This design comes from an exercise in tuning for small area, a short achievable clock period and few clock cycles on the open sky130 flow, not from production work. The RTL was checked by simulation tests, not by an equivalence proof against the original design. Power and IR drop assume default switching activity.

Design indexed_insert_erase_array_top, start of the top module:
module indexed_insert_erase_array_top #(
    parameter int DEPTH = 16
) (
    input  logic         i_clk,
    input  logic         i_rst_n,
    input  logic         i_req_valid,
    output logic         o_req_ready,
    input  logic [1:0]   i_req_kind,
    input  logic [4:0]   i_req_index,
    input  logic [31:0]  i_req_write_data,
    output logic         o_rsp_valid,
    input  logic         i_rsp_ready,
    output logic [31:0]  o_rsp_read_data,
    output logic [1:0]   o_rsp_status,
    output logic [4:0]   o_rsp_entry_count
);
Size in the first run: about 2300 cells after synthesis, roughly 0.029 mm2 of cells after synthesis.
Settings: LEC_CHECK=0, ABC_AREA=1, CAP_MARGIN=20, CORE_MARGIN=2, CORE_UTILIZATION=45, CTS_CLUSTER_DIAMETER=80, CTS_CLUSTER_SIZE=30, SETUP_SLACK_MARGIN=2.1, SLEW_MARGIN=20; clock period 4.0 ns.
run.sh (not shown) runs the stock make flow with config.mk's settings and CLKGATE_MAP_FILE= SYNTH_SCRIPT=/design/flow/synth_recipe.tcl, a recipe that flattens the netlist after the stock synthesis.
Testbench counts at the start, summed over its fixed seeds: cycles 4,824.
==> next run, changes <==
ABC_AREA = default   (was 1)
CORE_UTILIZATION = 65   (was 45)
SETUP_SLACK_MARGIN = 1.8   (was 2.1)
=> Routed wire length shrinks slightly; final area shrinks by a few percent; worst hold slack improves by 0.015 ns; clock skew shrinks by 0.0043 ns; utilization grows by 21 points; worst setup slack degrades by 0.37 ns.
==> next run, changes <==
ABC_AREA = 1   (was default)
CAP_MARGIN = 5   (was 20)
CORE_UTILIZATION = 55   (was 65)
SETUP_SLACK_MARGIN = 2.1   (was 1.8)
SLEW_MARGIN = 5   (was 20)
What happened: Critical path depth goes up by 4; worst hold slack loses 0.0091 ns; routed wire length shrinks slightly; global-route usage decreases by 5.9 points; die area increases by about a fifth; first-iteration DRC count falls by a quarter to a third.
==> next run, changes <==
ABC_AREA = default   (was 1)
CAP_MARGIN = 20   (was 5)
SETUP_SLACK_MARGIN = 1.6   (was 2.1)
SLEW_MARGIN = 20   (was 5)
The changed run finished with timing, DRC and antenna clean. Global-route usage climbs by 1.6 points. Clock skew climbs by 0.0039 ns. Register-to-register slack gets worse by 0.40 ns. Sequential share of layout area climbs by 3.1 points. Total power barely changes. Flip-flop and latch count stays the same.
==> next run, changes <==
ABC_AREA = 1   (was default)
SETUP_SLACK_MARGIN = 2.0   (was 1.6)
The new run finished clean; area after synthesis goes up by 1.9%; total power grows by 0.86%; cell count increases by 18%; final area is higher by 3.3%; setup slack improved by 0.42 ns; maximum frequency rises by 21%; clock skew hardly moves; sequential cell count is unchanged; count of clock-buffer cells in the layout climbs by 1; die area grows by 1.8%; clock power hardly moves.
==> next run, changes <==
PLACE_DENSITY = 0.75   (was default)
SETUP_SLACK_MARGIN = 2.1   (was 2.0)
- The changed run finished with timing, DRC and antenna clean
- synthesized area stays the same
- wire length stays flat
- final area came out higher by about 2.6%
- final cell count grows by 1.4%
- worst setup slack is worse by 0.078 ns
- non-clock buffer count increases by 46
- first-iteration DRC count increases by about 50%
- via count climbs by 4.1%
- critical path depth shrinks by 13
- clock-buffer cell count came out higher by 7


== garnet ==
Another version of the RTL of indexed_insert_erase_array_top (not shown whole).
Size in the first run: ~1800 cells after synthesis, roughly 720 flip-flops, roughly 84 I/O pins.
Settings: LEC_CHECK=0, CAP_MARGIN=20, CORE_MARGIN=2, CORE_UTILIZATION=55, SETUP_SLACK_MARGIN=1.8, SLEW_MARGIN=20; clock period 4.0 ns.
Testbench counts of garnet, summed over its fixed seeds: cycles 4,824.
Here is what was changed in the inputs of cedar compared with garnet.
# garnet
export LEC_CHECK = 0
export CAP_MARGIN = 20
export CORE_MARGIN = 2
export CORE_UTILIZATION = 55
export SETUP_SLACK_MARGIN = 1.8
export SLEW_MARGIN = 20
create_clock -name core_clock -period 4.0 [get_ports {i_clk}]
# cedar
export LEC_CHECK = 0
export CAP_MARGIN = 20
export CORE_MARGIN = 2
export CORE_UTILIZATION = 55
export CTS_CLUSTER_DIAMETER = 80
export CTS_CLUSTER_SIZE = 30
export SETUP_SLACK_MARGIN = 1.8
export SLEW_MARGIN = 20
create_clock -name core_clock -period 4.0 [get_ports {i_clk}]
[summary]
A critical path's slowest cell of edfxtp_1 is what cedar shows, while or4_1 belongs to garnet.
Compared with garnet, cedar shows headroom to the max-slew limit higher by 1.2 points.
As far as worst hold path stage count goes, garnet and cedar are indistinguishable; the numbers are identical.
On worst-skew pair later-pin latency, cedar and garnet are neck and neck.


The RTL this note starts from:
==> flow/design.v <==
package iiea_pkg;
    localparam int DATA_W = 32;
    localparam int IDX_W  = 5;
    localparam int KIND_W = 2;
    localparam int STS_W  = 2;
    localparam int CNT_W  = 5;
    localparam logic [KIND_W-1:0] KIND_READ   = 2'd0;
    localparam logic [KIND_W-1:0] KIND_INSERT = 2'd1;
    localparam logic [KIND_W-1:0] KIND_ERASE  = 2'd2;
    localparam logic [STS_W-1:0] ST_OK    = 2'd0;
    localparam logic [STS_W-1:0] ST_RANGE = 2'd1;
    localparam logic [STS_W-1:0] ST_FULL  = 2'd2;
    localparam logic [STS_W-1:0] ST_EMPTY = 2'd3;
    localparam logic signed [DATA_W-1:0] RD_FAIL = -32'sd1;
    typedef struct packed {
        logic accept;     
        logic step;       
        logic commit;     
        logic load_out;   
    } t_ctrl_cmd;
    typedef struct packed {
        logic busy;       
        logic out_free;   
    } t_dp_sts;
endpackage
module indexed_insert_erase_array_top #(
    parameter int DEPTH = 16
) (
    input  logic         i_clk,
    input  logic         i_rst_n,
    input  logic         i_req_valid,
    output logic         o_req_ready,
    input  logic [1:0]   i_req_kind,
    input  logic [4:0]   i_req_index,
    input  logic [31:0]  i_req_write_data,
    output logic         o_rsp_valid,
    input  logic         i_rsp_ready,
    output logic [31:0]  o_rsp_read_data,
    output logic [1:0]   o_rsp_status,
    output logic [4:0]   o_rsp_entry_count
);
    logic        r_ready;
    logic        e_valid;
    logic        e_rd, e_ins, e_era;
    logic [4:0]  e_idx;
    logic [15:0] e_ge;       
    logic [31:0] e_wdata;
    logic [4:0]  r_count;
    logic [15:0] r_occ;      
    logic [3:0]  r_perm [16];
    logic [31:0] r_data [16];
    logic        q0_valid, q1_valid;
    logic [15:0] q0_sel;     
    logic        q1_ok;
    logic        q0_fail,  q1_fail;
    logic [3:0]  q1_slot;
    logic [1:0]  q0_status, q1_status;
    logic [4:0]  q0_count, q1_count;
    logic        o_valid;
    logic [31:0] o_rdata;
    logic [1:0]  o_status;
    logic [4:0]  o_count;
    logic        exec;
    logic        is_rd, is_ins, is_era;
    logic        empty, full;
    logic        idx_lt_n, idx_le_n;
    logic [1:0]  e_status;
    logic [4:0]  e_count;
    logic        ins_do, era_do;
    logic [3:0]  idx_slot;
    logic [3:0]  top_slot;
    logic        o_free, pop, push;
    assign exec   = e_valid && !q1_valid;
    assign is_rd  = e_rd;
    assign is_ins = e_ins;
    assign is_era = e_era;
    assign empty  = !r_occ[0];
    assign full   = r_occ[15];
    assign idx_lt_n = |(e_ge & r_occ);
    assign idx_le_n = |(e_ge & {r_occ[14:0], 1'b1});
    always_comb begin
        e_status = iiea_pkg::ST_OK;
        e_count  = r_count;
        if (is_rd) begin
            if (empty)          e_status = iiea_pkg::ST_EMPTY;
            else if (!idx_lt_n) e_status = iiea_pkg::ST_RANGE;
        end else if (is_ins) begin
            if (full)           e_status = iiea_pkg::ST_FULL;
            else if (!idx_le_n) e_status = iiea_pkg::ST_RANGE;
            else                e_count  = r_count + 5'd1;
        end else if (is_era) begin
            if (empty)          e_status = iiea_pkg::ST_EMPTY;
            else if (!idx_lt_n) e_status = iiea_pkg::ST_RANGE;
            else                e_count  = r_count - 5'd1;
        end else begin
            e_status = iiea_pkg::ST_RANGE;
        end
    end
    assign ins_do   = is_ins && !q1_valid && !full;
    assign era_do   = is_era && !q1_valid;
    always_comb begin
        idx_slot = '0;
        for (int k = 0; k < 16; k++) begin
            if (e_ge[k] && !((k != 0) && e_ge[(k == 0) ? 0 : k - 1])) idx_slot = idx_slot | r_perm[k];
        end
    end
    assign top_slot = r_perm[15];
    always_ff @(posedge i_clk) begin
        for (int k = 0; k < 16; k++) begin
            if (!i_rst_n) begin
                r_perm[k] <= 4'(k);
            end else if (ins_do && (k != 0) && e_ge[(k == 0) ? 0 : k - 1]) begin
                r_perm[k] <= r_perm[(k == 0) ? 0 : k - 1];
            end else if (ins_do && e_ge[k]) begin
                r_perm[k] <= top_slot;
            end else if (era_do && e_ge[k]) begin
                r_perm[k] <= (k == 15) ? idx_slot : r_perm[(k == 15) ? 15 : k + 1];
            end
        end
    end
    always_ff @(posedge i_clk) begin
        for (int s = 0; s < 16; s++) begin
            if (ins_do && (top_slot == 4'(s))) begin
                r_data[s] <= e_wdata;
            end
        end
    end
    logic [31:0] rd_word;
    logic        e_ok, e_fail;
    assign e_ok   = is_rd && idx_lt_n;
    assign e_fail = is_rd && !idx_lt_n;
    always_comb begin
        rd_word = {32{q0_fail}};
        for (int s = 0; s < 16; s++) begin
            rd_word = rd_word | (r_data[s] & {32{q0_sel[s]}});
        end
    end
    assign o_free = !o_valid || i_rsp_ready;
    assign pop    = q0_valid && o_free;
    assign push   = exec;
    always_ff @(posedge i_clk) begin
        if (!i_rst_n) begin
            r_ready  <= 1'b1;
            e_valid  <= 1'b0;
            e_rd     <= 1'b0;
            e_ins    <= 1'b0;
            e_era    <= 1'b0;
            q0_valid <= 1'b0;
            q1_valid <= 1'b0;
            o_valid  <= 1'b0;
            r_count  <= 5'd0;
            r_occ    <= '0;
        end else begin
            if (r_ready) begin
                e_valid <= i_req_valid;
                e_rd    <= i_req_valid && (i_req_kind == iiea_pkg::KIND_READ);
                e_ins   <= i_req_valid && (i_req_kind == iiea_pkg::KIND_INSERT);
                e_era   <= i_req_valid && (i_req_kind == iiea_pkg::KIND_ERASE);
            end
            if (exec) begin
                r_count <= e_count;
                if (is_ins && !full && idx_le_n) r_occ <= {r_occ[14:0], 1'b1};
                if (is_era && idx_lt_n)          r_occ <= {1'b0, r_occ[15:1]};
            end
            q0_valid <= q1_valid || push || (q0_valid && !pop);
            q1_valid <= q0_valid && !pop && (q1_valid || push);
            if (o_free) o_valid <= q0_valid;
            r_ready <= !((r_ready ? i_req_valid : e_valid) &&
                         (q0_valid && !pop && (q1_valid || push)));
        end
    end
    always_ff @(posedge i_clk) begin
        if (r_ready) begin
            e_idx   <= i_req_index;
            for (int k = 0; k < 16; k++) e_ge[k] <= (5'(k) >= i_req_index);
            e_wdata <= i_req_write_data;
        end
    end
    always_ff @(posedge i_clk) begin
        if (!q0_valid || pop) begin
            if (q1_valid) begin
                q0_sel    <= q1_ok ? 16'(1) << q1_slot : 16'd0;
                q0_fail   <= q1_fail;
                q0_status <= q1_status;
                q0_count  <= q1_count;
            end else begin
                q0_sel    <= e_ok ? 16'(1) << idx_slot : 16'd0;
                q0_fail   <= e_fail;
                q0_status <= e_status;
                q0_count  <= e_count;
            end
        end
        if (!q1_valid) begin
            q1_ok     <= e_ok;
            q1_fail   <= e_fail;
            q1_slot   <= idx_slot;
            q1_status <= e_status;
            q1_count  <= e_count;
        end
    end
    always_ff @(posedge i_clk) begin
        if (o_free) begin
            o_rdata  <= rd_word;
            o_status <= q0_status;
            o_count  <= q0_count;
        end
    end
    assign o_req_ready       = r_ready;
    assign o_rsp_valid       = o_valid;
    assign o_rsp_read_data   = o_rdata;
    assign o_rsp_status      = o_status;
    assign o_rsp_entry_count = o_count;
endmodule
Settings: LEC_CHECK=0, CAP_MARGIN=20, CORE_MARGIN=2, CORE_UTILIZATION=55, CTS_CLUSTER_DIAMETER=80, CTS_CLUSTER_SIZE=30, SETUP_SLACK_MARGIN=2.1, SLEW_MARGIN=20; clock period 4.0 ns.
The first run finished clean.
Testbench counts at the start, summed over its fixed seeds: cycles 4,824.
Then changed:
Settings changed: ABC_AREA set to 1, SETUP_SLACK_MARGIN 2.1 to 1.8.
Outcome: The new run completed without violations; synthesized cell count goes up by 23%; final cell count rises by 12%; utilization decreases by 4.9 points.

## static timing again, ports no longer ideal
The flow's constraints put no driver on any port. The routed layouts listed below were extracted and timed again, unchanged, in two steps. Step 1 sets driving cells, clkbuf_16 on the clock port and buf_2 on the other inputs (assumed; they add their load-dependent delay and slew). Step 2, shift: input delay + t, output delay - t, t = (earliest + latest rising clock arrival at the registers) / 2. This alone moves slack from input paths to output paths. Slacks: no drivers / after step 1 / after step 2; pairs: no drivers / after step 1.
run | t, ns | slack for setup (ns) | worst setup path at the end
the first run of note 1 | 0.663 | 1.999 / 1.937 / 1.615 | input to register
the second run of note 1 | 0.693 | 1.629 / 1.629 / 1.430 | input to register
the third run of note 1 | 0.648 | 2.023 / 2.002 / 1.566 | input to register
the fourth run of note 1 | 0.643 | 1.618 / 1.618 / 1.411 | input to register
the fifth run of note 1 | 0.633 | 2.036 / 2.023 / 1.566 | input to register
the sixth run of note 1 | 0.694 | 1.958 / 1.900 / 1.486 | input to register
garnet | 0.667 | 1.600 / 1.600 / 1.329 | input to register
cedar | 0.639 | 1.602 / 1.602 / 1.333 | input to register
the first run of note 3 | 0.651 | 1.673 / 1.673 / 1.657 | input to register
the second run of note 3 | 0.639 | 1.858 / 1.857 / 1.540 | input to register
After both steps every run listed still meets setup and hold. For the sixth run of note 1, which loses most, drivers alone change the setup slack by -0.058 ns; drivers and shift together by -0.472 ns.
